This is an optimization exercise on Yosys and OpenROAD, whose aim is small area and a short achievable clock period, not a production implementation.
In this exercise RTL edits were held to simulation tests only and were not proved equivalent to the original.
The flow treats the clock pin as an ideal source, which a real chip does not have.
Power figures rest on the tool's default switching activity, not on a simulated workload.

==> flow/design.v (excerpt) <==
module dmem_pipe #(
  parameter int ADDR_W = 6,
  parameter int DATA_W = 32,
  parameter int LAT    = 2
) (
  input  logic              clk,
  input  logic              rst,
  input  logic              req,
  input  logic              wr,
  input  logic [ADDR_W-1:0] addr,
  input  logic [DATA_W-1:0] din,
  input  logic [DATA_W/8-1:0] be,
  output logic              ready,
  output logic              rvalid,
  output logic [DATA_W-1:0] dout
);
  localparam int DEPTH = 1 << ADDR_W;
  localparam int NB    = DATA_W / 8;
  logic              busy_q;      
  logic              rvalid_q;
  logic [DATA_W-1:0] dout_q;
  logic [7:0]        wlo_q;       
  logic [7:0]        whi_q;
  logic [NB-1:0]     wbe_q;       
  logic [DATA_W-1:0] wcol_q;      
  logic [NB-1:0]     hit_q;       
  logic [1:0]        rd_q [DATA_W];  
  logic              pol_q;       
  logic [DATA_W-1:0] mem_q [DEPTH];
  logic              w_acc;
  logic              w_wr_en;
  logic              w_rd_en;
  logic [NB-1:0]     w_wbe;
  assign w_acc   = req & ~busy_q;
  assign w_wr_en = w_acc & wr & ~rst;
  assign w_rd_en = w_acc & ~wr;
  assign w_wbe = be;
  always_ff @(posedge clk) begin
    pol_q <= (pol_q !== 1'b1);   
  end
  always_ff @(posedge clk) begin
    for (int i = 0; i < 8; i++) begin
      wlo_q[i] <= (addr[2:0] == 3'(i));
      whi_q[i] <= (addr[5:3] == 3'(i));
    end
  ...
==> flow/config.mk <==
export PLATFORM = sky130hd
export DESIGN_NAME = dmem_pipe
export DESIGN_NICKNAME = dmem_pipe
export VERILOG_FILES = /design/flow/design.v
export SDC_FILE = /design/flow/constraint.sdc
export NUM_CORES = 4
export LEC_CHECK = 0
export CAP_MARGIN = 20
export CORE_MARGIN = 2
export CORE_UTILIZATION = 70
export CTS_CLUSTER_DIAMETER = 60
export CTS_CLUSTER_SIZE = 30
export SLEW_MARGIN = 20
export SYNTH_HIERARCHICAL = 1
==> flow/constraint.sdc <==
create_clock -name core_clock -period 3.2 [get_ports {clk}]
set_input_delay 0.6400 -clock core_clock [delete_from_list [all_inputs] [get_ports {clk}]]
set_output_delay 0.6400 -clock core_clock [all_outputs]
set_load 0.01 [all_outputs]
standard.sh (not shown) runs the stock make flow with config.mk's settings and CLKGATE_MAP_FILE= SYNTH_SCRIPT=/design/flow/synth_recipe.tcl, a recipe that flattens the netlist after the stock synthesis.
==> flow/flow/run.sh <==
#!/bin/bash
# The standard layout, in stages, with a different setup margin for timing
# repair before and after clock tree synthesis: before it the clock is ideal,
# so paths from the inputs look slower than they are and paths to the
# outputs faster; repair then works with the real clock tree only.
# Each stage's full output goes to its own log in this folder.
set -euo pipefail
PRE_MARGIN=0
POST_MARGIN=1.2
bash standard.sh synth > log_1_synth.txt 2>&1
bash standard.sh SETUP_SLACK_MARGIN=$PRE_MARGIN floorplan > log_2_floorplan.txt 2>&1
bash standard.sh SETUP_SLACK_MARGIN=$PRE_MARGIN place > log_3_place.txt 2>&1
bash standard.sh SETUP_SLACK_MARGIN=$POST_MARGIN cts > log_4_cts.txt 2>&1
bash standard.sh SETUP_SLACK_MARGIN=$POST_MARGIN route > log_5_route.txt 2>&1
bash standard.sh SETUP_SLACK_MARGIN=$POST_MARGIN finish > log_6_finish.txt 2>&1
test -f out/final.def
The baseline ran to the end with no violations.
Then changed:
==> flow/run.sh (new file) <==
#!/bin/bash
# synth_recipe.tcl (not shown) runs the flow's synth.tcl, then flattens the netlist and writes it again
# the make line also repeats each setting of config.mk as NAME=value (left out here)
make -C /OpenROAD-flow-scripts/flow DESIGN_CONFIG=/design/flow/config.mk WORK_HOME=/design/flow/orfs CLKGATE_MAP_FILE= SYNTH_SCRIPT=/design/flow/synth_recipe.tcl finish
--- a/flow/config.mk
+++ b/flow/config.mk
@@ -11,4 +11,5 @@
 export CTS_CLUSTER_DIAMETER = 60
 export CTS_CLUSTER_SIZE = 30
+export SETUP_SLACK_MARGIN = 1.1
 export SLEW_MARGIN = 20
 export SYNTH_HIERARCHICAL = 1
removed: flow/flow/run.sh
removed: flow/standard.sh
What happened: Via count rose by 3.8%. Setup slack got worse by 0.16 ns. Global-route usage came out higher by 5.2 points. Total power is about the same. Design area barely changes.

[separate check: timing with driven ports]
In the flow no input, the clock included, has a driving cell. The finished layouts below were timed again as built, in two steps.
Step 1: set_driving_cell puts a clkbuf_16 on clk and a buf_2 on each other input, an assumption about the parent block.
Step 2 also shifts input and output timing later by t, the mid clock arrival at the registers, as if the neighbouring blocks saw the same clock.
Slacks: ideal ports / drivers / drivers and shift; pairs: ideal ports / drivers.
run | t, ns | setup WS [ns] | latest minus earliest clock arrival (ns) | worst data-port slew with drivers (ns) | cell pins on the clock port's net
the first run | 0.849 | 1.110 / 1.076 / 0.227 | 0.042 / 0.042 | 0.19 | 1
the second run | 0.873 | 0.951 / 0.951 / 0.180 | 0.045 / 0.045 | 0.07 | 1
After both steps setup and hold are still met in every run listed. For the first run, which loses most, drivers alone change the setup slack by -0.034 ns; drivers and shift together by -0.883 ns.
